This is an optimization exercise on Yosys and OpenROAD, whose aim is small area, a short achievable clock period and few clock cycles per item, not a production implementation. RTL that was checked went through simulation tests only; none was proved equivalent to the original. Function not checked in run 2: the RTL went through the layout flow alone. No activity file was given, so power comes from the tool's default toggle rates.

## flow/design.v (module list and top-level ports; edited modules follow where they fit)
// module gc_trigger_policy_unit: 1613 lines
module gc_trigger_policy_unit
#(
  parameter int TOTAL_WIDTH   = gtp_pkg::TOTAL_WIDTH_DEF,
  parameter int COUNTER_WIDTH = gtp_pkg::COUNTER_WIDTH_DEF,
  parameter int PEAK_CAP      = gtp_pkg::PEAK_CAP_DEF
) (
  input  logic                  clk,
  input  logic                  rst_n,
  input  logic                  cfg_we,
  input  logic [gtp_pkg::SPP_W-1:0]      cfg_wdata,
  input  logic                  in_valid,
  output logic                  in_ready,
  input  logic [gtp_pkg::CMD_W-1:0]      in_cmd,
  input  logic [gtp_pkg::TOTAL_IN_W-1:0] in_allocated_total,
  input  logic [gtp_pkg::SLOT_W-1:0]     in_swept_slots,
  input  logic [gtp_pkg::PAGE_W-1:0]     in_empty_pages,
  input  logic [gtp_pkg::SLOT_W-1:0]     in_final_slots,
  input  logic [gtp_pkg::OBJ_W-1:0]      in_old_objects,
  input  logic [gtp_pkg::OBJ_W-1:0]      in_old_limit,
  input  logic [gtp_pkg::OBJ_W-1:0]      in_shady_objects,
  input  logic [gtp_pkg::OBJ_W-1:0]      in_shady_limit,
  input  logic                  in_became_major,
  output logic                  out_valid,
  input  logic                  out_ready,
  output logic [gtp_pkg::ACT_W-1:0]      out_action,
  output logic                  out_enabled,
  output logic [gtp_pkg::CNT_OUT_W-1:0]  out_major_tally,
  output logic [gtp_pkg::CNT_OUT_W-1:0]  out_minor_tally,
  output logic [gtp_pkg::CNT_OUT_W-1:0]  out_sweep_tally,
  output logic [gtp_pkg::CNT_OUT_W-1:0]  out_total_count
);
  // ...
==> flow/flow/run.sh <==
#!/bin/bash
# The standard layout (the standard flow's synthesis, clock and constraints), with two
# changes to how it is built: the port buffers are the small, fast buf_1
# (every port still gets one), and timing repair aims 6.5 ns below the clock
# period instead of at it.
set -euo pipefail
bash standard.sh SETUP_SLACK_MARGIN=6.5 "BUFFER_PORTS_ARGS=-buffer_cell sky130_fd_sc_hd__buf_1" finish > standard.log 2>&1
==> flow/standard.sh <==
#!/bin/bash
# synth_recipe.tcl (not shown) runs the flow's synth.tcl, then flattens the netlist and writes it again
# the make line also repeats each setting of config.mk as NAME=value (left out here)
make -C /OpenROAD-flow-scripts/flow DESIGN_CONFIG=/design/flow/config.mk WORK_HOME=/design/flow/orfs CLKGATE_MAP_FILE= SYNTH_SCRIPT=/design/flow/synth_recipe.tcl "${@:-finish}"
==> flow/config.mk <==
export PLATFORM = sky130hd
export DESIGN_NAME = gc_trigger_policy_unit
export DESIGN_NICKNAME = gc_trigger_policy_unit
export VERILOG_FILES = /design/flow/design.v
export SDC_FILE = /design/flow/constraint.sdc
export NUM_CORES = 4
export LEC_CHECK = 0
export CAP_MARGIN = 20
export CORE_MARGIN = 2
export CORE_UTILIZATION = 40
export CTS_BUF_LIST = sky130_fd_sc_hd__clkbuf_16
export CTS_CLUSTER_DIAMETER = 80
export CTS_CLUSTER_SIZE = 30
export SLEW_MARGIN = 20
==> flow/constraint.sdc <==
create_clock -name core_clock -period 10.0 [get_ports {clk}]
set_input_delay 2.0000 -clock core_clock [delete_from_list [all_inputs] [get_ports {clk}]]
set_output_delay 2.0000 -clock core_clock [all_outputs]
set_load 0.01 [all_outputs]
==> out/qor.yml, run 1 <==
status: "finished clean"
first_iter_violations: 3281
final_cells: 9025
critPathMaxStageDelay_ns: 0.67
synth.area.top_cells: "dfxtp_1, fa_1, ha_1"
vdd_drop_max_v: 0.000176
critPathLaunchType: "flop"
synth-async-reset-ratio: 0
multi_input_cells: 4232
dieWidth_um: 404
via_count: 46500
setup_viol: 0
clock_path_buffers: 3
final_hold_viol_count: 0
syn_inst: 6570
gp_congestion: 0.942
power.density_mw_per_mm2: 206
drc: 0
worstHoldStart: "b_o$_DFF_P_"
period_share: 0.349
final_common_cell: "inv_1"
wl_met2_mm: 79.0
hold_path_class: "reg -> reg"
cts_root_buf: "clkbuf_16"
rr_endpoint: "b_row1[24]$_DFF_P_"
holdBufCountCts: 0
holdWs_ns: 0.318
power.share.sequential: 0.368
placedCellCount: 8830
Testbench counts, summed over its fixed seeds: cycles 9,648, items 9,600.
==> run 2, diff against run 1 <==
--- a/flow/design.v
+++ b/flow/design.v
@@ -84,39 +84,41 @@
   logic        rst_q;           
   logic        i_v;
   logic [2:0]  i_cmd;
   logic [47:0] i_total;
   logic [31:0] i_swept, i_fin;
   logic [19:0] i_pages;
   logic [31:0] i_oobj, i_olim, i_sobj, i_slim;
   logic        i_became;
-  logic        w1_we;
-  logic [15:0] w1_wd;
+  logic        w1_we, w2_we;
+  logic [15:0] w1_wd, w2_wd;
   always_ff @(posedge clk) begin
     rst_q    <= ~rst_n;
     i_v      <= rst_n & acc;
     i_cmd    <= in_cmd;
     i_total  <= in_allocated_total;
     i_swept  <= in_swept_slots;
     i_fin    <= in_final_slots;
     i_pages  <= in_empty_pages;
     i_oobj   <= in_old_objects;
     i_olim   <= in_old_limit;
     i_sobj   <= in_shady_objects;
     i_slim   <= in_shady_limit;
     i_became <= in_became_major;
     w1_we    <= cfg_we & rst_n;
     w1_wd    <= cfg_wdata;
+    w2_we    <= w1_we;
+    w2_wd    <= w1_wd;
   end
   logic [7:0]  a_bo, a_bt, a_bn;
   logic        a_b8;
   logic [7:0]  w_bo, w_bt, w_bn;
   logic [17:0] w_y;
-  assign w_y = {1'b0, w1_wd, 1'b0};      
+  assign w_y = {1'b0, w2_wd, 1'b0};      
   always_comb begin
     for (int k = 0; k < 8; k++) begin
       w_bn[k] = w_y[2*k+2] & ~(w_y[2*k+1] & w_y[2*k]);
       w_bo[k] = w_y[2*k+1] ^ w_y[2*k];
       w_bt[k] = (w_y[2*k+2] & ~w_y[2*k+1] & ~w_y[2*k]) | (~w_y[2*k+2] & w_y[2*k+1] & w_y[2*k]);
     end
   end
   localparam logic [24:0] BOOTH_RST = 25'h00a1e00;
@@ -132,17 +134,17 @@
   always_ff @(posedge clk) begin
     if (rst_q) begin
       {a_b8, a_bn, a_bt, a_bo} <= BOOTH_RST;
       armed_r   <= 1'b0;
       pending_r <= 1'b0;
       prev_r    <= '0;
       start_r   <= '0;
     end else begin
-      if (w1_we) {a_b8, a_bn, a_bt, a_bo} <= {w1_wd[15], w_bn, w_bt, w_bo};
+      if (w2_we) {a_b8, a_bn, a_bt, a_bo} <= {w2_wd[15], w_bn, w_bt, w_bo};
       if (a_r) armed_r <= 1'b1;
       if (armed_r && a_m) pending_r <= 1'b1;
       if (armed_r && a_w) pending_r <= 1'b0;
       if (armed_r && a_s) start_r <= i_total;
       if (a_r) prev_r <= i_total;
     end
   end
   logic [47:0] a_d;
@@ -1298,68 +1300,377 @@
     b_row2   <= a_row2;
     b_fogp   <= a_fogp;
     b_fsgp   <= a_fsgp;
   end
   logic b_fo_neg, b_fs_neg, b_full;
   assign b_fo_neg = b_fogp[20] ^ (b_fogp[19] | b_fogp[18] & (b_fogp[17] | b_fogp[16] & (b_fogp[15] | b_fogp[14] & (b_fogp[13] | b_fogp[12] & (b_fogp[11] | b_fogp[10] & (b_fogp[9] | b_fogp[8] & (b_fogp[7] | b_fogp[6] & (b_fogp[5] | b_fogp[4] & (b_fogp[3] | b_fogp[2] & (b_fogp[1]))))))))));
   assign b_fs_neg = b_fsgp[20] ^ (b_fsgp[19] | b_fsgp[18] & (b_fsgp[17] | b_fsgp[16] & (b_fsgp[15] | b_fsgp[14] & (b_fsgp[13] | b_fsgp[12] & (b_fsgp[11] | b_fsgp[10] & (b_fsgp[9] | b_fsgp[8] & (b_fsgp[7] | b_fsgp[6] & (b_fsgp[5] | b_fsgp[4] & (b_fsgp[3] | b_fsgp[2] & (b_fsgp[1]))))))))));
   assign b_full = ~b_fo_neg | ~b_fs_neg;
-  logic [47:0] limit_r, mean_r;
+  logic [47:0] ls_r, lc_r, ms_r, mc_r;
+  logic        me_r;
   logic [17:0] peak_r;
-  logic [47:0] b_limit;
-  assign b_limit = b_row0 + b_row1 + b_row2;
-  logic [47:0] b_blend, b_mean;
-  assign b_blend = {2'b00, b_d[47:2]} + {2'b00, mean_r[47:2]} + {1'b0, mean_r[47:2], 1'b0}
-                 + {46'd0, mean_r[1] & mean_r[0], mean_r[1] & ~mean_r[0]};
-  assign b_mean  = (mean_r == '0) ? b_d : b_blend;
+  logic [47:0] b_ls, b_lc;
+  assign b_ls = b_row0 ^ b_row1 ^ b_row2;
+  assign b_lc = {(b_row0[46:0] & b_row1[46:0]) | (b_row0[46:0] & b_row2[46:0])
+                 | (b_row1[46:0] & b_row2[46:0]), 1'b0};
+  logic [49:0] b_mp, b_mq;
+  wire mn1 = ms_r[0] ^ mc_r[0];
+  wire mn2 = ms_r[0] & mc_r[0];
+  wire mn3 = b_d[2] ^ ms_r[1] ^ mc_r[1];
+  wire mn4 = (b_d[2] & ms_r[1]) | (b_d[2] & mc_r[1]) | (ms_r[1] & mc_r[1]);
+  wire mn5 = b_d[3] ^ ms_r[2] ^ mc_r[2];
+  wire mn6 = (b_d[3] & ms_r[2]) | (b_d[3] & mc_r[2]) | (ms_r[2] & mc_r[2]);
+  wire mn7 = b_d[4] ^ ms_r[3] ^ mc_r[3];
+  wire mn8 = (b_d[4] & ms_r[3]) | (b_d[4] & mc_r[3]) | (ms_r[3] & mc_r[3]);
+  wire mn9 = b_d[5] ^ ms_r[4] ^ mc_r[4];
+  wire mn10 = (b_d[5] & ms_r[4]) | (b_d[5] & mc_r[4]) | (ms_r[4] & mc_r[4]);
+  wire mn11 = b_d[6] ^ ms_r[5] ^ mc_r[5];
+  wire mn12 = (b_d[6] & ms_r[5]) | (b_d[6] & mc_r[5]) | (ms_r[5] & mc_r[5]);
+  wire mn13 = b_d[7] ^ ms_r[6] ^ mc_r[6];
+  wire mn14 = (b_d[7] & ms_r[6]) | (b_d[7] & mc_r[6]) | (ms_r[6] & mc_r[6]);
+  wire mn15 = b_d[8] ^ ms_r[7] ^ mc_r[7];
+  wire mn16 = (b_d[8] & ms_r[7]) | (b_d[8] & mc_r[7]) | (ms_r[7] & mc_r[7]);
+  wire mn17 = b_d[9] ^ ms_r[8] ^ mc_r[8];
+  wire mn18 = (b_d[9] & ms_r[8]) | (b_d[9] & mc_r[8]) | (ms_r[8] & mc_r[8]);
+  wire mn19 = b_d[10] ^ ms_r[9] ^ mc_r[9];
+  wire mn20 = (b_d[10] & ms_r[9]) | (b_d[10] & mc_r[9]) | (ms_r[9] & mc_r[9]);
+  wire mn21 = b_d[11] ^ ms_r[10] ^ mc_r[10];
+  wire mn22 = (b_d[11] & ms_r[10]) | (b_d[11] & mc_r[10]) | (ms_r[10] & mc_r[10]);
+  wire mn23 = b_d[12] ^ ms_r[11] ^ mc_r[11];
+  wire mn24 = (b_d[12] & ms_r[11]) | (b_d[12] & mc_r[11]) | (ms_r[11] & mc_r[11]);
+  wire mn25 = b_d[13] ^ ms_r[12] ^ mc_r[12];
+  wire mn26 = (b_d[13] & ms_r[12]) | (b_d[13] & mc_r[12]) | (ms_r[12] & mc_r[12]);
+  wire mn27 = b_d[14] ^ ms_r[13] ^ mc_r[13];
+  wire mn28 = (b_d[14] & ms_r[13]) | (b_d[14] & mc_r[13]) | (ms_r[13] & mc_r[13]);
+  wire mn29 = b_d[15] ^ ms_r[14] ^ mc_r[14];
+  wire mn30 = (b_d[15] & ms_r[14]) | (b_d[15] & mc_r[14]) | (ms_r[14] & mc_r[14]);
+  wire mn31 = b_d[16] ^ ms_r[15] ^ mc_r[15];
+  wire mn32 = (b_d[16] & ms_r[15]) | (b_d[16] & mc_r[15]) | (ms_r[15] & mc_r[15]);
+  wire mn33 = b_d[17] ^ ms_r[16] ^ mc_r[16];
+  wire mn34 = (b_d[17] & ms_r[16]) | (b_d[17] & mc_r[16]) | (ms_r[16] & mc_r[16]);
+  wire mn35 = b_d[18] ^ ms_r[17] ^ mc_r[17];
+  wire mn36 = (b_d[18] & ms_r[17]) | (b_d[18] & mc_r[17]) | (ms_r[17] & mc_r[17]);
+  wire mn37 = b_d[19] ^ ms_r[18] ^ mc_r[18];
+  wire mn38 = (b_d[19] & ms_r[18]) | (b_d[19] & mc_r[18]) | (ms_r[18] & mc_r[18]);
+  wire mn39 = b_d[20] ^ ms_r[19] ^ mc_r[19];
+  wire mn40 = (b_d[20] & ms_r[19]) | (b_d[20] & mc_r[19]) | (ms_r[19] & mc_r[19]);
+  wire mn41 = b_d[21] ^ ms_r[20] ^ mc_r[20];
+  wire mn42 = (b_d[21] & ms_r[20]) | (b_d[21] & mc_r[20]) | (ms_r[20] & mc_r[20]);
+  wire mn43 = b_d[22] ^ ms_r[21] ^ mc_r[21];
+  wire mn44 = (b_d[22] & ms_r[21]) | (b_d[22] & mc_r[21]) | (ms_r[21] & mc_r[21]);
+  wire mn45 = b_d[23] ^ ms_r[22] ^ mc_r[22];
+  wire mn46 = (b_d[23] & ms_r[22]) | (b_d[23] & mc_r[22]) | (ms_r[22] & mc_r[22]);
+  wire mn47 = b_d[24] ^ ms_r[23] ^ mc_r[23];
+  wire mn48 = (b_d[24] & ms_r[23]) | (b_d[24] & mc_r[23]) | (ms_r[23] & mc_r[23]);
+  wire mn49 = b_d[25] ^ ms_r[24] ^ mc_r[24];
+  wire mn50 = (b_d[25] & ms_r[24]) | (b_d[25] & mc_r[24]) | (ms_r[24] & mc_r[24]);
+  wire mn51 = b_d[26] ^ ms_r[25] ^ mc_r[25];
+  wire mn52 = (b_d[26] & ms_r[25]) | (b_d[26] & mc_r[25]) | (ms_r[25] & mc_r[25]);
+  wire mn53 = b_d[27] ^ ms_r[26] ^ mc_r[26];
+  wire mn54 = (b_d[27] & ms_r[26]) | (b_d[27] & mc_r[26]) | (ms_r[26] & mc_r[26]);
+  wire mn55 = b_d[28] ^ ms_r[27] ^ mc_r[27];
+  wire mn56 = (b_d[28] & ms_r[27]) | (b_d[28] & mc_r[27]) | (ms_r[27] & mc_r[27]);
+  wire mn57 = b_d[29] ^ ms_r[28] ^ mc_r[28];
+  wire mn58 = (b_d[29] & ms_r[28]) | (b_d[29] & mc_r[28]) | (ms_r[28] & mc_r[28]);
+  wire mn59 = b_d[30] ^ ms_r[29] ^ mc_r[29];
+  wire mn60 = (b_d[30] & ms_r[29]) | (b_d[30] & mc_r[29]) | (ms_r[29] & mc_r[29]);
+  wire mn61 = b_d[31] ^ ms_r[30] ^ mc_r[30];
+  wire mn62 = (b_d[31] & ms_r[30]) | (b_d[31] & mc_r[30]) | (ms_r[30] & mc_r[30]);
+  wire mn63 = b_d[32] ^ ms_r[31] ^ mc_r[31];
+  wire mn64 = (b_d[32] & ms_r[31]) | (b_d[32] & mc_r[31]) | (ms_r[31] & mc_r[31]);
+  wire mn65 = b_d[33] ^ ms_r[32] ^ mc_r[32];
+  wire mn66 = (b_d[33] & ms_r[32]) | (b_d[33] & mc_r[32]) | (ms_r[32] & mc_r[32]);
+  wire mn67 = b_d[34] ^ ms_r[33] ^ mc_r[33];
+  wire mn68 = (b_d[34] & ms_r[33]) | (b_d[34] & mc_r[33]) | (ms_r[33] & mc_r[33]);
+  wire mn69 = b_d[35] ^ ms_r[34] ^ mc_r[34];
+  wire mn70 = (b_d[35] & ms_r[34]) | (b_d[35] & mc_r[34]) | (ms_r[34] & mc_r[34]);
+  wire mn71 = b_d[36] ^ ms_r[35] ^ mc_r[35];
+  wire mn72 = (b_d[36] & ms_r[35]) | (b_d[36] & mc_r[35]) | (ms_r[35] & mc_r[35]);
+  wire mn73 = b_d[37] ^ ms_r[36] ^ mc_r[36];
+  wire mn74 = (b_d[37] & ms_r[36]) | (b_d[37] & mc_r[36]) | (ms_r[36] & mc_r[36]);
+  wire mn75 = b_d[38] ^ ms_r[37] ^ mc_r[37];
+  wire mn76 = (b_d[38] & ms_r[37]) | (b_d[38] & mc_r[37]) | (ms_r[37] & mc_r[37]);
+  wire mn77 = b_d[39] ^ ms_r[38] ^ mc_r[38];
+  wire mn78 = (b_d[39] & ms_r[38]) | (b_d[39] & mc_r[38]) | (ms_r[38] & mc_r[38]);
+  wire mn79 = b_d[40] ^ ms_r[39] ^ mc_r[39];
+  wire mn80 = (b_d[40] & ms_r[39]) | (b_d[40] & mc_r[39]) | (ms_r[39] & mc_r[39]);
+  wire mn81 = b_d[41] ^ ms_r[40] ^ mc_r[40];
+  wire mn82 = (b_d[41] & ms_r[40]) | (b_d[41] & mc_r[40]) | (ms_r[40] & mc_r[40]);
+  wire mn83 = b_d[42] ^ ms_r[41] ^ mc_r[41];
+  wire mn84 = (b_d[42] & ms_r[41]) | (b_d[42] & mc_r[41]) | (ms_r[41] & mc_r[41]);
+  wire mn85 = b_d[43] ^ ms_r[42] ^ mc_r[42];
+  wire mn86 = (b_d[43] & ms_r[42]) | (b_d[43] & mc_r[42]) | (ms_r[42] & mc_r[42]);
+  wire mn87 = b_d[44] ^ ms_r[43] ^ mc_r[43];
+  wire mn88 = (b_d[44] & ms_r[43]) | (b_d[44] & mc_r[43]) | (ms_r[43] & mc_r[43]);
+  wire mn89 = b_d[45] ^ ms_r[44] ^ mc_r[44];
+  wire mn90 = (b_d[45] & ms_r[44]) | (b_d[45] & mc_r[44]) | (ms_r[44] & mc_r[44]);
+  wire mn91 = b_d[46] ^ ms_r[45] ^ mc_r[45];
+  wire mn92 = (b_d[46] & ms_r[45]) | (b_d[46] & mc_r[45]) | (ms_r[45] & mc_r[45]);
+  wire mn93 = b_d[47] ^ ms_r[46] ^ mc_r[46];
+  wire mn94 = (b_d[47] & ms_r[46]) | (b_d[47] & mc_r[46]) | (ms_r[46] & mc_r[46]);
+  wire mn95 = ms_r[1] ^ mc_r[1];
+  wire mn96 = ms_r[1] & mc_r[1];
+  wire mn97 = ms_r[2] ^ mc_r[2] ^ mn3;
+  wire mn98 = (ms_r[2] & mc_r[2]) | (ms_r[2] & mn3) | (mc_r[2] & mn3);
+  wire mn99 = ms_r[3] ^ mc_r[3] ^ mn5;
+  wire mn100 = (ms_r[3] & mc_r[3]) | (ms_r[3] & mn5) | (mc_r[3] & mn5);
+  wire mn101 = ms_r[4] ^ mc_r[4] ^ mn7;
+  wire mn102 = (ms_r[4] & mc_r[4]) | (ms_r[4] & mn7) | (mc_r[4] & mn7);
+  wire mn103 = ms_r[5] ^ mc_r[5] ^ mn9;
+  wire mn104 = (ms_r[5] & mc_r[5]) | (ms_r[5] & mn9) | (mc_r[5] & mn9);
+  wire mn105 = ms_r[6] ^ mc_r[6] ^ mn11;
+  wire mn106 = (ms_r[6] & mc_r[6]) | (ms_r[6] & mn11) | (mc_r[6] & mn11);
+  wire mn107 = ms_r[7] ^ mc_r[7] ^ mn13;
+  wire mn108 = (ms_r[7] & mc_r[7]) | (ms_r[7] & mn13) | (mc_r[7] & mn13);
+  wire mn109 = ms_r[8] ^ mc_r[8] ^ mn15;
+  wire mn110 = (ms_r[8] & mc_r[8]) | (ms_r[8] & mn15) | (mc_r[8] & mn15);
+  wire mn111 = ms_r[9] ^ mc_r[9] ^ mn17;
+  wire mn112 = (ms_r[9] & mc_r[9]) | (ms_r[9] & mn17) | (mc_r[9] & mn17);
+  wire mn113 = ms_r[10] ^ mc_r[10] ^ mn19;
+  wire mn114 = (ms_r[10] & mc_r[10]) | (ms_r[10] & mn19) | (mc_r[10] & mn19);
+  wire mn115 = ms_r[11] ^ mc_r[11] ^ mn21;
+  wire mn116 = (ms_r[11] & mc_r[11]) | (ms_r[11] & mn21) | (mc_r[11] & mn21);
+  wire mn117 = ms_r[12] ^ mc_r[12] ^ mn23;
+  wire mn118 = (ms_r[12] & mc_r[12]) | (ms_r[12] & mn23) | (mc_r[12] & mn23);
+  wire mn119 = ms_r[13] ^ mc_r[13] ^ mn25;
+  wire mn120 = (ms_r[13] & mc_r[13]) | (ms_r[13] & mn25) | (mc_r[13] & mn25);
+  wire mn121 = ms_r[14] ^ mc_r[14] ^ mn27;
+  wire mn122 = (ms_r[14] & mc_r[14]) | (ms_r[14] & mn27) | (mc_r[14] & mn27);
+  wire mn123 = ms_r[15] ^ mc_r[15] ^ mn29;
+  wire mn124 = (ms_r[15] & mc_r[15]) | (ms_r[15] & mn29) | (mc_r[15] & mn29);
+  wire mn125 = ms_r[16] ^ mc_r[16] ^ mn31;
+  wire mn126 = (ms_r[16] & mc_r[16]) | (ms_r[16] & mn31) | (mc_r[16] & mn31);
+  wire mn127 = ms_r[17] ^ mc_r[17] ^ mn33;
+  wire mn128 = (ms_r[17] & mc_r[17]) | (ms_r[17] & mn33) | (mc_r[17] & mn33);
+  wire mn129 = ms_r[18] ^ mc_r[18] ^ mn35;
+  wire mn130 = (ms_r[18] & mc_r[18]) | (ms_r[18] & mn35) | (mc_r[18] & mn35);
+  wire mn131 = ms_r[19] ^ mc_r[19] ^ mn37;
+  wire mn132 = (ms_r[19] & mc_r[19]) | (ms_r[19] & mn37) | (mc_r[19] & mn37);
+  wire mn133 = ms_r[20] ^ mc_r[20] ^ mn39;
+  wire mn134 = (ms_r[20] & mc_r[20]) | (ms_r[20] & mn39) | (mc_r[20] & mn39);
+  wire mn135 = ms_r[21] ^ mc_r[21] ^ mn41;
+  wire mn136 = (ms_r[21] & mc_r[21]) | (ms_r[21] & mn41) | (mc_r[21] & mn41);
+  wire mn137 = ms_r[22] ^ mc_r[22] ^ mn43;
+  wire mn138 = (ms_r[22] & mc_r[22]) | (ms_r[22] & mn43) | (mc_r[22] & mn43);
+  wire mn139 = ms_r[23] ^ mc_r[23] ^ mn45;
+  wire mn140 = (ms_r[23] & mc_r[23]) | (ms_r[23] & mn45) | (mc_r[23] & mn45);
+  wire mn141 = ms_r[24] ^ mc_r[24] ^ mn47;
+  wire mn142 = (ms_r[24] & mc_r[24]) | (ms_r[24] & mn47) | (mc_r[24] & mn47);
+  wire mn143 = ms_r[25] ^ mc_r[25] ^ mn49;
+  wire mn144 = (ms_r[25] & mc_r[25]) | (ms_r[25] & mn49) | (mc_r[25] & mn49);
+  wire mn145 = ms_r[26] ^ mc_r[26] ^ mn51;
+  wire mn146 = (ms_r[26] & mc_r[26]) | (ms_r[26] & mn51) | (mc_r[26] & mn51);
+  wire mn147 = ms_r[27] ^ mc_r[27] ^ mn53;
+  wire mn148 = (ms_r[27] & mc_r[27]) | (ms_r[27] & mn53) | (mc_r[27] & mn53);
+  wire mn149 = ms_r[28] ^ mc_r[28] ^ mn55;
+  wire mn150 = (ms_r[28] & mc_r[28]) | (ms_r[28] & mn55) | (mc_r[28] & mn55);
+  wire mn151 = ms_r[29] ^ mc_r[29] ^ mn57;
+  wire mn152 = (ms_r[29] & mc_r[29]) | (ms_r[29] & mn57) | (mc_r[29] & mn57);
+  wire mn153 = ms_r[30] ^ mc_r[30] ^ mn59;
+  wire mn154 = (ms_r[30] & mc_r[30]) | (ms_r[30] & mn59) | (mc_r[30] & mn59);
+  wire mn155 = ms_r[31] ^ mc_r[31] ^ mn61;
+  wire mn156 = (ms_r[31] & mc_r[31]) | (ms_r[31] & mn61) | (mc_r[31] & mn61);
+  wire mn157 = ms_r[32] ^ mc_r[32] ^ mn63;
+  wire mn158 = (ms_r[32] & mc_r[32]) | (ms_r[32] & mn63) | (mc_r[32] & mn63);
+  wire mn159 = ms_r[33] ^ mc_r[33] ^ mn65;
+  wire mn160 = (ms_r[33] & mc_r[33]) | (ms_r[33] & mn65) | (mc_r[33] & mn65);
+  wire mn161 = ms_r[34] ^ mc_r[34] ^ mn67;
+  wire mn162 = (ms_r[34] & mc_r[34]) | (ms_r[34] & mn67) | (mc_r[34] & mn67);
+  wire mn163 = ms_r[35] ^ mc_r[35] ^ mn69;
+  wire mn164 = (ms_r[35] & mc_r[35]) | (ms_r[35] & mn69) | (mc_r[35] & mn69);
+  wire mn165 = ms_r[36] ^ mc_r[36] ^ mn71;
+  wire mn166 = (ms_r[36] & mc_r[36]) | (ms_r[36] & mn71) | (mc_r[36] & mn71);
+  wire mn167 = ms_r[37] ^ mc_r[37] ^ mn73;
+  wire mn168 = (ms_r[37] & mc_r[37]) | (ms_r[37] & mn73) | (mc_r[37] & mn73);
+  wire mn169 = ms_r[38] ^ mc_r[38] ^ mn75;
+  wire mn170 = (ms_r[38] & mc_r[38]) | (ms_r[38] & mn75) | (mc_r[38] & mn75);
+  wire mn171 = ms_r[39] ^ mc_r[39] ^ mn77;
+  wire mn172 = (ms_r[39] & mc_r[39]) | (ms_r[39] & mn77) | (mc_r[39] & mn77);
+  wire mn173 = ms_r[40] ^ mc_r[40] ^ mn79;
+  wire mn174 = (ms_r[40] & mc_r[40]) | (ms_r[40] & mn79) | (mc_r[40] & mn79);
+  wire mn175 = ms_r[41] ^ mc_r[41] ^ mn81;
+  wire mn176 = (ms_r[41] & mc_r[41]) | (ms_r[41] & mn81) | (mc_r[41] & mn81);
+  wire mn177 = ms_r[42] ^ mc_r[42] ^ mn83;
+  wire mn178 = (ms_r[42] & mc_r[42]) | (ms_r[42] & mn83) | (mc_r[42] & mn83);
+  wire mn179 = ms_r[43] ^ mc_r[43] ^ mn85;
+  wire mn180 = (ms_r[43] & mc_r[43]) | (ms_r[43] & mn85) | (mc_r[43] & mn85);
+  wire mn181 = ms_r[44] ^ mc_r[44] ^ mn87;
+  wire mn182 = (ms_r[44] & mc_r[44]) | (ms_r[44] & mn87) | (mc_r[44] & mn87);
+  wire mn183 = ms_r[45] ^ mc_r[45] ^ mn89;
+  wire mn184 = (ms_r[45] & mc_r[45]) | (ms_r[45] & mn89) | (mc_r[45] & mn89);
+  wire mn185 = ms_r[46] ^ mc_r[46] ^ mn91;
+  wire mn186 = (ms_r[46] & mc_r[46]) | (ms_r[46] & mn91) | (mc_r[46] & mn91);
+  wire mn187 = ms_r[47] ^ mc_r[47] ^ mn93;
+  wire mn188 = (ms_r[47] & mc_r[47]) | (ms_r[47] & mn93) | (mc_r[47] & mn93);
+  wire mn189 = ms_r[47] ^ mc_r[47];
+  wire mn190 = ms_r[47] & mc_r[47];
+  wire mn191 = ms_r[0] ^ mc_r[0];
+  wire mn192 = ms_r[0] & mc_r[0];
+  wire mn193 = me_r ^ mn1 ^ mn95;
+  wire mn194 = (me_r & mn1) | (me_r & mn95) | (mn1 & mn95);
+  wire mn195 = mn2 ^ mn97 ^ mn96;
+  wire mn196 = (mn2 & mn97) | (mn2 & mn96) | (mn97 & mn96);
+  wire mn197 = mn4 ^ mn99 ^ mn98;
+  wire mn198 = (mn4 & mn99) | (mn4 & mn98) | (mn99 & mn98);
+  wire mn199 = mn6 ^ mn101 ^ mn100;
+  wire mn200 = (mn6 & mn101) | (mn6 & mn100) | (mn101 & mn100);
+  wire mn201 = mn8 ^ mn103 ^ mn102;
+  wire mn202 = (mn8 & mn103) | (mn8 & mn102) | (mn103 & mn102);
+  wire mn203 = mn10 ^ mn105 ^ mn104;
+  wire mn204 = (mn10 & mn105) | (mn10 & mn104) | (mn105 & mn104);
+  wire mn205 = mn12 ^ mn107 ^ mn106;
+  wire mn206 = (mn12 & mn107) | (mn12 & mn106) | (mn107 & mn106);
+  wire mn207 = mn14 ^ mn109 ^ mn108;
+  wire mn208 = (mn14 & mn109) | (mn14 & mn108) | (mn109 & mn108);
+  wire mn209 = mn16 ^ mn111 ^ mn110;
+  wire mn210 = (mn16 & mn111) | (mn16 & mn110) | (mn111 & mn110);
+  wire mn211 = mn18 ^ mn113 ^ mn112;
+  wire mn212 = (mn18 & mn113) | (mn18 & mn112) | (mn113 & mn112);
+  wire mn213 = mn20 ^ mn115 ^ mn114;
+  wire mn214 = (mn20 & mn115) | (mn20 & mn114) | (mn115 & mn114);
+  wire mn215 = mn22 ^ mn117 ^ mn116;
+  wire mn216 = (mn22 & mn117) | (mn22 & mn116) | (mn117 & mn116);
+  wire mn217 = mn24 ^ mn119 ^ mn118;
+  wire mn218 = (mn24 & mn119) | (mn24 & mn118) | (mn119 & mn118);
+  wire mn219 = mn26 ^ mn121 ^ mn120;
+  wire mn220 = (mn26 & mn121) | (mn26 & mn120) | (mn121 & mn120);
+  wire mn221 = mn28 ^ mn123 ^ mn122;
+  wire mn222 = (mn28 & mn123) | (mn28 & mn122) | (mn123 & mn122);
+  wire mn223 = mn30 ^ mn125 ^ mn124;
+  wire mn224 = (mn30 & mn125) | (mn30 & mn124) | (mn125 & mn124);
+  wire mn225 = mn32 ^ mn127 ^ mn126;
+  wire mn226 = (mn32 & mn127) | (mn32 & mn126) | (mn127 & mn126);
+  wire mn227 = mn34 ^ mn129 ^ mn128;
+  wire mn228 = (mn34 & mn129) | (mn34 & mn128) | (mn129 & mn128);
+  wire mn229 = mn36 ^ mn131 ^ mn130;
+  wire mn230 = (mn36 & mn131) | (mn36 & mn130) | (mn131 & mn130);
+  wire mn231 = mn38 ^ mn133 ^ mn132;
+  wire mn232 = (mn38 & mn133) | (mn38 & mn132) | (mn133 & mn132);
+  wire mn233 = mn40 ^ mn135 ^ mn134;
+  wire mn234 = (mn40 & mn135) | (mn40 & mn134) | (mn135 & mn134);
+  wire mn235 = mn42 ^ mn137 ^ mn136;
+  wire mn236 = (mn42 & mn137) | (mn42 & mn136) | (mn137 & mn136);
+  wire mn237 = mn44 ^ mn139 ^ mn138;
+  wire mn238 = (mn44 & mn139) | (mn44 & mn138) | (mn139 & mn138);
+  wire mn239 = mn46 ^ mn141 ^ mn140;
+  wire mn240 = (mn46 & mn141) | (mn46 & mn140) | (mn141 & mn140);
+  wire mn241 = mn48 ^ mn143 ^ mn142;
+  wire mn242 = (mn48 & mn143) | (mn48 & mn142) | (mn143 & mn142);
+  wire mn243 = mn50 ^ mn145 ^ mn144;
+  wire mn244 = (mn50 & mn145) | (mn50 & mn144) | (mn145 & mn144);
+  wire mn245 = mn52 ^ mn147 ^ mn146;
+  wire mn246 = (mn52 & mn147) | (mn52 & mn146) | (mn147 & mn146);
+  wire mn247 = mn54 ^ mn149 ^ mn148;
+  wire mn248 = (mn54 & mn149) | (mn54 & mn148) | (mn149 & mn148);
+  wire mn249 = mn56 ^ mn151 ^ mn150;
+  wire mn250 = (mn56 & mn151) | (mn56 & mn150) | (mn151 & mn150);
+  wire mn251 = mn58 ^ mn153 ^ mn152;
+  wire mn252 = (mn58 & mn153) | (mn58 & mn152) | (mn153 & mn152);
+  wire mn253 = mn60 ^ mn155 ^ mn154;
+  wire mn254 = (mn60 & mn155) | (mn60 & mn154) | (mn155 & mn154);
+  wire mn255 = mn62 ^ mn157 ^ mn156;
+  wire mn256 = (mn62 & mn157) | (mn62 & mn156) | (mn157 & mn156);
+  wire mn257 = mn64 ^ mn159 ^ mn158;
+  wire mn258 = (mn64 & mn159) | (mn64 & mn158) | (mn159 & mn158);
+  wire mn259 = mn66 ^ mn161 ^ mn160;
+  wire mn260 = (mn66 & mn161) | (mn66 & mn160) | (mn161 & mn160);
+  wire mn261 = mn68 ^ mn163 ^ mn162;
+  wire mn262 = (mn68 & mn163) | (mn68 & mn162) | (mn163 & mn162);
+  wire mn263 = mn70 ^ mn165 ^ mn164;
+  wire mn264 = (mn70 & mn165) | (mn70 & mn164) | (mn165 & mn164);
+  wire mn265 = mn72 ^ mn167 ^ mn166;
+  wire mn266 = (mn72 & mn167) | (mn72 & mn166) | (mn167 & mn166);
+  wire mn267 = mn74 ^ mn169 ^ mn168;
+  wire mn268 = (mn74 & mn169) | (mn74 & mn168) | (mn169 & mn168);
+  wire mn269 = mn76 ^ mn171 ^ mn170;
+  wire mn270 = (mn76 & mn171) | (mn76 & mn170) | (mn171 & mn170);
+  wire mn271 = mn78 ^ mn173 ^ mn172;
+  wire mn272 = (mn78 & mn173) | (mn78 & mn172) | (mn173 & mn172);
+  wire mn273 = mn80 ^ mn175 ^ mn174;
+  wire mn274 = (mn80 & mn175) | (mn80 & mn174) | (mn175 & mn174);
+  wire mn275 = mn82 ^ mn177 ^ mn176;
+  wire mn276 = (mn82 & mn177) | (mn82 & mn176) | (mn177 & mn176);
+  wire mn277 = mn84 ^ mn179 ^ mn178;
+  wire mn278 = (mn84 & mn179) | (mn84 & mn178) | (mn179 & mn178);
+  wire mn279 = mn86 ^ mn181 ^ mn180;
+  wire mn280 = (mn86 & mn181) | (mn86 & mn180) | (mn181 & mn180);
+  wire mn281 = mn88 ^ mn183 ^ mn182;
+  wire mn282 = (mn88 & mn183) | (mn88 & mn182) | (mn183 & mn182);
+  wire mn283 = mn90 ^ mn185 ^ mn184;
+  wire mn284 = (mn90 & mn185) | (mn90 & mn184) | (mn185 & mn184);
+  wire mn285 = mn92 ^ mn187 ^ mn186;
+  wire mn286 = (mn92 & mn187) | (mn92 & mn186) | (mn187 & mn186);
+  wire mn287 = mn94 ^ mn189 ^ mn188;
+  wire mn288 = (mn94 & mn189) | (mn94 & mn188) | (mn189 & mn188);
+  assign b_mp = {mn190, mn287, mn285, mn283, mn281, mn279, mn277, mn275, mn273, mn271, mn269, mn267, mn265, mn263, mn261, mn259, mn257, mn255, mn253, mn251, mn249, mn247, mn245, mn243, mn241, mn239, mn237, mn235, mn233, mn231, mn229, mn227, mn225, mn223, mn221, mn219, mn217, mn215, mn213, mn211, mn209, mn207, mn205, mn203, mn201, mn199, mn197, mn195, mn193, me_r};
+  assign b_mq = {mn288, mn286, mn284, mn282, mn280, mn278, mn276, mn274, mn272, mn270, mn268, mn266, mn264, mn262, mn260, mn258, mn256, mn254, mn252, mn250, mn248, mn246, mn244, mn242, mn240, mn238, mn236, mn234, mn232, mn230, mn228, mn226, mn224, mn222, mn220, mn218, mn216, mn214, mn212, mn210, mn208, mn206, mn204, mn202, mn200, mn198, mn196, mn194, mn192, mn191};
+  logic        b_mz, b_me;
+  assign b_mz = (ms_r == '0) & (mc_r == '0) & ~me_r;
+  assign b_me = (b_mp[1] & b_mq[1]) | ((b_mp[1] ^ b_mq[1]) & b_mp[0] & b_mq[0]);
   logic        b_dgtcap, b_dgtpk;
   logic [17:0] b_peak;
   assign b_dgtcap = (b_d > 48'(PEAK_CAP));
   assign b_dgtpk  = (b_d > {30'd0, peak_r});
   assign b_peak   = b_dgtcap ? 18'(PEAK_CAP) : (b_dgtpk ? b_d[17:0] : peak_r);
   always_ff @(posedge clk) begin
     if (rst_q) begin
-      limit_r <= '0;
-      mean_r  <= '0;
-      peak_r  <= '0;
+      ls_r   <= '0;
+      lc_r   <= '0;
+      ms_r   <= '0;
+      mc_r   <= '0;
+      me_r   <= 1'b0;
+      peak_r <= '0;
     end else if (b_v) begin
-      if (b_arm && b_s) limit_r <= '0;
-      if (b_arm && b_w) limit_r <= b_limit;
+      if (b_arm && b_s) begin
+        ls_r <= '0;
+        lc_r <= '0;
+      end
+      if (b_arm && b_w) begin
+        ls_r <= b_ls;
+        lc_r <= b_lc;
+      end
       if (b_r && b_upd) begin
-        mean_r <= b_mean;
+        ms_r   <= b_mz ? b_d : b_mp[49:2];
+        mc_r   <= b_mz ? 48'd0 : b_mq[49:2];
+        me_r   <= ~b_mz & b_me;
         peak_r <= b_peak;
       end
     end
   end
-  logic [47:0] b_gap;
-  assign b_gap = limit_r - b_total;
-  logic        b_blo, b_uz;
-  logic [29:0] b_lh, b_th;
-  assign b_blo = (limit_r[17:0] < b_total[17:0]);
-  assign b_lh  = limit_r[47:18];
-  assign b_th  = ~b_total[47:18];
-  assign b_uz  = b_blo ? ((b_lh ^ b_th) == {b_lh[28:0] | b_th[28:0], 1'b0})
-                       : (limit_r[47:18] == b_total[47:18]);
-  logic        c_v, c_r, c_o, c_c, c_en, c_pend, c_lnz, c_full, c_ge, c_uz, c_became;
+  logic [49:0] b_g;
+  logic [48:0] b_ks;
+  logic        b_lnz;
+  assign b_g  = {2'b00, ls_r} + {2'b00, lc_r} + {2'b11, ~b_total} + 50'd1;
+  assign b_ks = {1'b0, ls_r} + {1'b0, lc_r};
+  assign b_lnz = ((ls_r ^ lc_r) != {ls_r[46:0] | lc_r[46:0], 1'b0});
+  logic        c_v, c_r, c_o, c_c, c_en, c_pend, c_lnz, c_full, c_became;
+  logic        c_k, c_g49, c_g48;
   logic [47:0] c_gap;
   always_ff @(posedge clk) begin
     c_v      <= b_v & rst_n;
     c_r      <= b_r;
     c_o      <= b_o;
     c_c      <= b_c;
     c_en     <= b_en;
     c_pend   <= b_pend;
-    c_lnz    <= (limit_r != '0);
+    c_lnz    <= b_lnz;
     c_full   <= b_full;
-    c_ge     <= (b_total >= limit_r);
-    c_uz     <= b_uz;
+    c_k      <= b_ks[48];
+    c_g49    <= b_g[49];
+    c_g48    <= b_g[48];
     c_became <= b_became;
-    c_gap    <= b_gap;
+    c_gap    <= b_g[47:0];
   end
+  logic c_gz, c_ge, c_uz;
+  assign c_gz = (c_gap == '0);
+  assign c_ge = c_k ? (~c_g48 | c_gz) : (c_g49 | c_gz);
+  assign c_uz = (c_gap[47:18] == '0);
+  logic [49:0] c_x;
+  assign c_x = {2'b00, ms_r} + {2'b00, mc_r} + {49'd0, me_r} + {2'b11, ~c_gap} + 50'd1;
   logic [14:0] c_mmgp;
   wire mj1 = c_gap[0] ^ c_gap[1];
   wire mj2 = c_gap[0] & c_gap[1];
   wire mj3 = c_gap[1] ^ c_gap[2];
   wire mj4 = c_gap[1] & c_gap[2];
   wire mj5 = c_gap[2] ^ c_gap[3];
   wire mj6 = c_gap[2] & c_gap[3];
   wire mj7 = c_gap[3] ^ c_gap[4];
@@ -1554,17 +1865,17 @@
     d_c      <= c_c;
     d_en     <= c_en;
     d_pend   <= c_pend;
     d_lnz    <= c_lnz;
     d_full   <= c_full;
     d_ge     <= c_ge;
     d_uz     <= c_uz;
     d_became <= c_became;
-    d_le     <= (c_gap <= mean_r);
+    d_le     <= ~c_x[49];
     d_mmgp   <= c_mmgp;
   end
   logic d_mm, d_major, d_minor;
   assign d_mm = d_mmgp[14] ^ (d_mmgp[13] | d_mmgp[12] & (d_mmgp[11] | d_mmgp[10] & (d_mmgp[9] | d_mmgp[8] & (d_mmgp[7] | d_mmgp[6] & (d_mmgp[5] | d_mmgp[4] & (d_mmgp[3] | d_mmgp[2] & (d_mmgp[1])))))));
   assign d_major = d_full & (d_ge | (d_uz & d_mm));
   assign d_minor = d_ge | d_le;
   localparam logic [2:0] RC_NONE  = 3'd0;    
   localparam logic [2:0] RC_SWEEP = 3'd1;    
==> flow/config.mk (replaced) <==
export PLATFORM = sky130hd
export DESIGN_NAME = gc_trigger_policy_unit
export DESIGN_NICKNAME = gc_trigger_policy_unit
export VERILOG_FILES = /design/flow/design.v
export SDC_FILE = /design/flow/constraint.sdc
export NUM_CORES = 4
export LEC_CHECK = 0
export CAP_MARGIN = 20
export CORE_MARGIN = 2
export CORE_UTILIZATION = 40
export SLEW_MARGIN = 20
==> run 2 against run 1 <==
Effect of this change:
- sequential power is 8.4% higher
- setup slack worse by 0.0039 ns
- die area is 8.2% higher
- first-iteration DRC count is 14% lower
- total power is 1.6% higher
- clock power is 55% higher
- design area is 10% higher
- core utilization is 0.85 points higher
- synthesized cell count is 5.7% higher
- register-to-register slack hardly changed
- global-route usage is 0.41 points lower
- critical path type unchanged
- largest cell class unchanged
- highest routed layer unchanged
==> out/qor.yml, run 2 <==
status: "finished clean"  # unchanged
routed.top_layer: "met4"  # unchanged
grt_pass1_wl_mm: 279  # was 265 mm
final_common_cell: "inv_1"  # unchanged
floorplan.initialDensity: 0.403  # about the same
synthFlopType: "dfxtp_1"  # unchanged
critPathLaunchType: "flop"  # unchanged
critPathMaxStageDelay_ns: 0.54  # was 0.67 ns
synth_common_cells: "inv_1, dfxtp_1, fa_1"  # unchanged
ios: 418  # unchanged
hold_path_class: "reg -> reg"  # unchanged
syn_inst: 6947  # was 6570
min_period_ns: 3.49  # about the same
cts_root_buf: "clkbuf_16"  # unchanged
clk_latency_ns: 0.79  # was 0.73 ns
drtPass1Iterations: 8  # was 5
worst-setup-path-type: "reg -> reg"  # unchanged
critPathArrivalTime_ns: 4.12  # was 4.09 ns
path_max_fanout: 6  # was 17
hold_depth: 0  # unchanged
gr-total-overflow: 0  # unchanged
maxCapViolations: 0  # unchanged
r2r_setup_slack_ns: 6.51  # about the same
dieArea_mm2: 0.176  # was 0.163 mm2
synth_most_common_cell: "inv_1"  # unchanged
worstHoldEndpoint: "w2_wd[12]$_DFF_P_"  # was c_o$_DFF_P_
core_mm2: 0.172  # was 0.159 mm2
r2r_cells: 14  # was 8
final_hold_viol_count: 0  # unchanged
route.met3.wl_mm: 10.0  # was 10.9 mm
track_usage: 0.202  # was 0.206
grt_max_degree: 189  # was 90
met1_length_mm: 78.2  # was 75.1 mm
synth_seq_cells: 1158  # was 1044
layout_common_cells: "inv_1, dfxtp_1, fa_1"  # unchanged
finalClockSkew_ns: 0.0242  # was 0.0459 ns
clock_path_buffers: 3  # unchanged
synth-async-reset-ratio: 0  # unchanged
die_y_um: 420  # was 404 um
drv_slew: 0  # unchanged
final_antenna_net_count: 0  # unchanged
synthesis.area_mm2: 0.0692  # was 0.0639 mm2
wl_met2_mm: 80.7  # was 79.0 mm
cp_top_family: "simple AND/OR/NAND/NOR gates"  # was adder cells
rr_endpoint: "total_r[28]$_DFFE_PN_"  # was b_row1[24]$_DFF_P_
path_buf_inv: 1  # was 2
crit_top_cell: "ha_4"  # was fa_1
cts.sinks: 1158  # was 1044
power.density_mw_per_mm2: 190  # was 206 mW/mm2
dieWidth_um: 420  # was 404 um
yosys.area.top_type: "dfxtp_1"  # unchanged
end_kind: "flop"  # unchanged
synth_cell_types: 75  # was 89
rows: 152  # was 146
drc: 0  # unchanged
setup_viol: 0  # unchanged
p_leak_nw: 34.2  # was 30.7 nW
crit_chain: "buf_6 -> mux2i_1 -> mux4_2 -> or3b_4 -> o21ai_2 -> ha_4 -> ha_4 -> nand3_2 -> nor2_4 -> nand2_2 -> nor3_4 -> nand4_1 -> or3_1 -> a21oi_1"  # was a22oi_1 -> xnor2_1 -> fa_1 -> fa_1 -> inv_1 -> fa_1 -> inv_1 -> fa_1
synth.area.top_cells: "dfxtp_1, fa_1, ha_1"  # unchanged
layout.nets: 8811  # was 8174
tns_ns: 0  # unchanged
yosys_warnings: 1  # unchanged
synth_top_area_frac: 0.289  # was 0.277
avgSynthCellArea_um2: 9.96  # was 9.73 um2
via_count: 48100  # was 46500
gp_congestion: 0.895  # was 0.942
h-tree-depth: 4  # was 3
rsz0062_at_grt: "true"  # unchanged
slew_headroom: 0.283  # was 0.286
drive_above_1_share: 0.0750  # was 0.0744
synth-edff-count: 159  # unchanged
cts_tree: "yes"  # unchanged
slowest_stage: "mux4_2"  # was dfxtp_2
ys_seq_area_frac: 0.358  # was 0.352
post-dp-hpwl_mm: 135  # was 133 mm
holdBufCountCts: 0  # unchanged
viasPerCell: 4.92  # was 5.16
area_growth_pct: 14.4  # was 12.3%
utilization: 0.461  # was 0.453
antenna_found_initial: 3  # was 4
clk_pin_slew_ns: 0.06  # was 0.10 ns
grt_pass1_vias: 50100  # was 47000
io_buffers: 417  # unchanged
synth_nets: 8401  # was 7852
tightest_slew_ns: 1.08  # was 1.04 ns
period_share: 0.349  # about the same
vdd_drop_max_v: 0.000161  # was 0.000176 V
wl_per_cell_um: 18.0  # was 18.9 um
worst-endpoint-required_ns: 10.62  # was 10.60 ns
first_iter_violations: 2837  # was 3281
wl_mm: 176  # was 170 mm
worstHoldStart: "w1_wd[12]$_DFF_P_"  # was b_o$_DFF_P_
fillers: 16100  # was 15100
cts_made_buffers: 140  # was 73
timing.fmax_mhz: 286  # about the same
-- run 2: cell count changes after synthesis, moves of 17 or more --
cell      before   now
nor2_1       399   373
nand2_1      485   516
xnor2_1      249   212
dfxtp_1      885   999
inv_1       1033  1330
fa_1         583   769
o21ai_0      180    96
xor2_1       210   193
a21oi_1      369   425
o21bai_1      34    13
nand4_1       99    68
nand3_1       96   207
a21o_1       176   117
mux2i_1       20    62
-- run 2: stage by stage --
| step | power (mW) | area, um2 | hold WS, ns | setup slack (ns) | std cells |
|---|---|---|---|---|---|
| 6_report | 15.0 | 79200 | 0.322 | 6.51 | 9784 |
| 3_3_place_gp | 9.57 | 73200 | 0.311 | 5.57 | 9442 |
| 3_5_place_dp | 9.75 | 73200 | 0.312 | 5.58 | 9442 |
| 2_1_floorplan | 8.53 | 69500 | 0.310 | 5.57 | 6947 |
| 4_1_cts | 15.2 | 78600 | 0.323 | 6.46 | 9745 |
| 5_1_grt | 16.1 | 79200 | 0.322 | 6.36 | 9782 |
-- run 2: how the worst max path moves through the flow --
stage / end / cells after the start / slack (ns)
3_5_place_dp: c_g49$_DFF_P_ / 13 / 5.58
3_3_place_gp: c_g49$_DFF_P_ / 13 / 5.57
6_report: total_r[28]$_DFFE_PN_ / 14 / 6.51
4_1_cts: out_major_tally[15] / 1 / 6.46
2_1_floorplan: cnt_r[2]$_SDFF_PN0_ / 10 / 5.57
5_1_grt: total_r[28]$_DFFE_PN_ / 14 / 6.36
-- run 2: per-layer routing --
metal  up-vias  GRT usage
met5         -          0
met4         0     0.0827
met3       296     0.0334
met2      1250      0.325
met1     23500      0.269
li1      23100          -
-- run 2: where the power goes --
group	total (mW)	leakage, nW	switching [mW]	internal, mW
clock network	5.26	2.34	2.16	3.10
registers	5.92	10.0	0.536	5.38
logic	3.87	21.9	2.21	1.66
-- run 2: repair_timing --
action / CTS / global route
pin swaps: 19 / 27
cloned: 2 / 0
setup endpoints to repair: 175 / 145
gates resized for setup: 95 / 77
setup buffers: 46 / 34
-- run 2: kinds of logic after synthesis --
group,synth area share
AND/OR/NAND/NOR,0.0998
XOR/XNOR,0.0513
multiplexers,0.0113
adder cells (fa/ha/maj),0.296
buffers and inverters,0.0867
AO/OA/AOI/OAI,0.0965
flip-flops,0.358
-- run 2: layout make-up --
class | count | area (um2) | share of cell area
multi-input combinational | 4197 | 39200 | 0.495
sequential | 1158 | 24800 | 0.314
inverter | 1334 | 5010 | 0.0633
clock buffer | 176 | 3830 | 0.0484
tap | 2310 | 2890 | 0.0365
timing repair buffer | 526 | 2460 | 0.0311
clock inverter | 79 | 967 | 0.0122
antenna | 4 | 10.0 | 0.000126
-- run 2: worst reg2reg max path: stages, from the launching register on --
cell and delay (ns):
dfxtp_4 0.37, buf_6 0.12, mux2i_1 0.11, mux4_2 0.54, or3b_4 0.47, o21ai_2 0.11
ha_4 0.20, ha_4 0.16, nand3_2 0.08, nor2_4 0.16, nand2_2 0.11, nor3_4 0.20
nand4_1 0.20, or3_1 0.37, a21oi_1 0.15

==> afterwards: timing with drivers on the ports <==
How much do the figures lean on ideal ports? The routed layouts below were timed once more, with nothing changed but the port constraints.
Step 1, drivers: a clkbuf_16 drives clk and a buf_2 each remaining input, both assumed.
Step 2, shift: input delay + t, output delay - t, t = (earliest + latest rising clock arrival at the registers) / 2. This alone moves slack from input paths to output paths.
Three values: no drivers, after step 1, after step 2; two values: the first two.
run | t, ns | slack for setup (ns) | hold WS [ns]
run 1 | 0.786 | 6.509 / 6.449 / 6.031 | 0.318 / 0.318 / 0.318
run 2 | 0.869 | 6.506 / 6.478 / 5.972 | 0.322 / 0.322 / 0.322
After both steps every run listed still meets setup and hold. The setup slack of run 2, which loses most, moves by -0.028 ns with the drivers and by -0.534 ns with both steps.
